This is an optimization exercise on Yosys and OpenROAD, whose aim is small area, a short achievable clock period and few clock cycles, not a production implementation. Function was checked by simulation only, so behaviour that the tests miss may differ from the original. Power figures rest on the tool's default switching activity, not on a simulated workload.

// icache_top
module icache_top
(
   input  logic                             clk,
   input  logic                             rst_n,
   input  logic                             fetch_req_i,
   input  logic [icache_pkg::ADDR_W-1:0]    fetch_addr_i,
   input  logic [icache_pkg::ID_W-1:0]      fetch_id_i,
   output logic                             fetch_grant_o,
   output logic                             fetch_r_valid_o,
   output logic [icache_pkg::FETCH_W-1:0]   fetch_r_data_o,
   output logic [icache_pkg::ID_W-1:0]      fetch_r_id_o,
   output logic                             mem_ar_valid_o,
   input  logic                             mem_ar_ready_i,
   output logic [icache_pkg::ADDR_W-1:0]    mem_ar_addr_o,
   output logic [7:0]                       mem_ar_len_o,
   input  logic                             mem_r_valid_i,
   output logic                             mem_r_ready_o,
   input  logic [icache_pkg::MEM_W-1:0]     mem_r_data_i,
   input  logic                             mem_r_last_i,
   input  logic                             ctrl_enable_req_i,
   output logic                             ctrl_enable_ack_o,
   input  logic                             ctrl_disable_req_i,
   output logic                             ctrl_disable_ack_o,
   input  logic                             ctrl_flush_req_i,
   output logic                             ctrl_flush_ack_o,
   output logic                             ctrl_pending_o
);
   localparam int QD  = 8;               
   localparam int QW  = $clog2(QD);
   localparam int MD  = 2;               
   localparam int MW  = $clog2(MD + 1);
   logic            enabled_q;
   logic            rdy_q;               
   logic            idle_q;              
   logic            s1_valid_q;
   logic [31:3]     s1_addr_q;
   logic [7:0]      s1_id_q;
   logic [15:0]     s1_soh_q;            
   logic [23:0]     s1_t0_q, s1_t1_q;    
   logic [1:0]      s1_v_q;
   logic            s1_rr_q;
   logic [23:0]     tags_q  [16][2];
   logic [1:0]      valid_q [16];
  ...
For scale: about 10000 cells after synthesis, ~5400 flip-flops, ~200 I/O pins, roughly 190000 um2 of cells after synthesis.
Settings: LEC_CHECK=0, CAP_MARGIN=10, CORE_MARGIN=2, CORE_UTILIZATION=40, SETUP_SLACK_MARGIN=4.6, SLEW_MARGIN=10; clock period 8.0 ns.
run.sh (not shown) runs the stock make flow with config.mk's settings and CLKGATE_MAP_FILE= SYNTH_SCRIPT=/design/flow/synth_recipe.tcl, a recipe that flattens the netlist after the stock synthesis.
The baseline ran to the end with no violations.
Testbench counts at the start, summed over its fixed seeds: cycles 41,931.
Next try:
==> flow/flow/run.sh (new file) <==
#!/bin/bash
set -e
cp standard.sh standard_sh_copy.log
export CTS_ARGS="-sink_clustering_enable -repair_clock_nets -dont_use_dummy_load"
bash standard.sh > standard.log 2>&1
==> flow/standard.sh (new file) <==
#!/bin/bash
# synth_recipe.tcl (not shown) runs the flow's synth.tcl, then flattens the netlist and writes it again
# the make line also repeats each setting of config.mk as NAME=value (left out here)
make -C /OpenROAD-flow-scripts/flow DESIGN_CONFIG=/design/flow/config.mk WORK_HOME=/design/flow/orfs CLKGATE_MAP_FILE= SYNTH_SCRIPT=/design/flow/synth_recipe.tcl "${@:-finish}"
CAP_MARGIN = 20   (was 10)
SLEW_MARGIN = 20   (was 10)
removed: flow/run.sh
Synthesized area does not change.
Wire length fell by 0.44%.
Total power fell by 4.8%.
Final area fell by 1.5%.
Setup slack got worse by 0.010 ns.
Die area does not change.
Utilization fell by 0.70 points.
Count of clock-buffer cells in the layout fell by 152.
First-iteration DRC count fell by 4.8%.
Non-clock buffer count rose by 23.
Next try:
==> flow/run.sh (new file) <==
#!/bin/bash
# synth_recipe.tcl (not shown) runs the flow's synth.tcl, then flattens the netlist and writes it again
# the make line also repeats each setting of config.mk as NAME=value (left out here)
make -C /OpenROAD-flow-scripts/flow DESIGN_CONFIG=/design/flow/config.mk WORK_HOME=/design/flow/orfs CLKGATE_MAP_FILE= SYNTH_SCRIPT=/design/flow/synth_recipe.tcl finish
CORE_UTILIZATION = 55   (was 40)
removed: flow/flow/run.sh
removed: flow/standard.sh
- The changed run completed with no timing, DRC or antenna violations
- setup slack is worse by 0.042 ns
- global-route usage increases by 13 points
- utilization is higher by 18 points
- cell area is about the same
Next try:
CORE_UTILIZATION = 40   (was 55)
SETUP_SLACK_MARGIN = 4.8   (was 4.6)
Cell count rose by 11%.
Cell area came out higher by 1.9%.
Count of clock-buffer cells in the layout came out lower by 15.
Total power is higher by 2.3%.
First-iteration DRC count goes down by 6.4%.
Next try:
==> flow/flow/run.sh (new file) <==
#!/bin/bash
set -e
cp standard.sh standard_sh_copy.log
export CTS_ARGS="-sink_clustering_enable -repair_clock_nets -dont_use_dummy_load"
bash standard.sh > standard.log 2>&1
==> flow/standard.sh (new file) <==
#!/bin/bash
# synth_recipe.tcl (not shown) runs the flow's synth.tcl, then flattens the netlist and writes it again
# the make line also repeats each setting of config.mk as NAME=value (left out here)
make -C /OpenROAD-flow-scripts/flow DESIGN_CONFIG=/design/flow/config.mk WORK_HOME=/design/flow/orfs CLKGATE_MAP_FILE= SYNTH_SCRIPT=/design/flow/synth_recipe.tcl "${@:-finish}"
removed: flow/run.sh
Effect: The new run finished with timing, DRC and antenna clean; setup slack got worse by 0.0068 ns; non-clock buffer count fell by 19; routed wire length stays flat; die area is unchanged; count of clock-buffer cells in the layout fell by 181; sequential cell count stays the same; clock power fell by 13%; via count fell by 1.0%.

---

## before
icache_top, a different RTL version from the one above (not shown whole).
For scale: about 10,000 cells after synthesis, about 5,400 flip-flops, ~200 I/O pins, about 190,000 um^2 of cells after synthesis.
Settings: LEC_CHECK=0, CAP_MARGIN=20, CORE_MARGIN=2, CORE_UTILIZATION=50, CTS_BUF_LIST=sky130_fd_sc_hd__clkbuf_8, SETUP_SLACK_MARGIN=4.4, SLEW_MARGIN=20; clock period 8.0 ns.
Stock flow here: none of the scripts above is used.
Testbench counts of before, summed over its fixed seeds: cycles 42,056.
> inputs changed (before -> after)
- changing CORE_UTILIZATION from 50 to 40
- removing CTS_BUF_LIST (formerly sky130_fd_sc_hd__clkbuf_8)
==> comparison <==
- after vs. before: area overhead of the layout relative to synthesis now larger, count of placed standard cells in the final layout, fillers left out now larger, arrival time at the worst endpoint now larger, sequential share of layout area now smaller.
- Floorplan check, after vs before: die outline larger in after
- after completed every stage of the flow, and the final layout passed the timing, design-rule and antenna checks.
- Compared with before, after shows a higher final area.
- Compared with before, in after proportion of cell area spent on the clock network increased by 0.70 points relative to the old numbers; placed wire-length estimate after detailed placement increased by 0.97% relative to the old numbers; total CTS buffers decreased by 33% relative to the old numbers; cell area reported after detailed placement increased by 0.65% relative to the old numbers.

-- static timing again, ports no longer ideal --
How much do the figures lean on ideal ports? The routed layouts below were timed once more, with nothing changed but the port constraints.
Step 1 (the two cells are an assumption about what drives the block):
set clk [get_ports {clk}]
set_driving_cell -lib_cell sky130_fd_sc_hd__clkbuf_16 $clk
set_driving_cell -lib_cell sky130_fd_sc_hd__buf_2 [delete_from_list [all_inputs] $clk]
Step 2, shift: input delay + t, output delay - t, t = (earliest + latest rising clock arrival at the registers) / 2. This alone moves slack from input paths to output paths.
Three values: no drivers, after step 1, after step 2; two values: the first two.
run | shift t [ns] | setup WS [ns] | worst register clock-pin slew, ns
the first run of note 1 | 1.169 | 4.374 / 4.305 / 3.379 | 0.07 / 0.07
the second run of note 1 | 1.136 | 4.363 / 4.303 / 3.371 | 0.07 / 0.07
the third run of note 1 | 1.183 | 4.321 / 4.321 / 3.411 | 0.07 / 0.07
the fourth run of note 1 | 1.189 | 4.382 / 4.316 / 3.464 | 0.07 / 0.07
the fifth run of note 1 | 1.175 | 4.376 / 4.314 / 3.331 | 0.07 / 0.07
before | 1.419 | 4.180 / 4.070 / 3.012 | 0.07 / 0.07
after | 1.188 | 4.202 / 4.202 / 3.405 | 0.07 / 0.07
After both steps setup and hold are still met in every run listed. The setup slack of before, which loses most, moves by -0.110 ns with the drivers and by -1.168 ns with both steps.
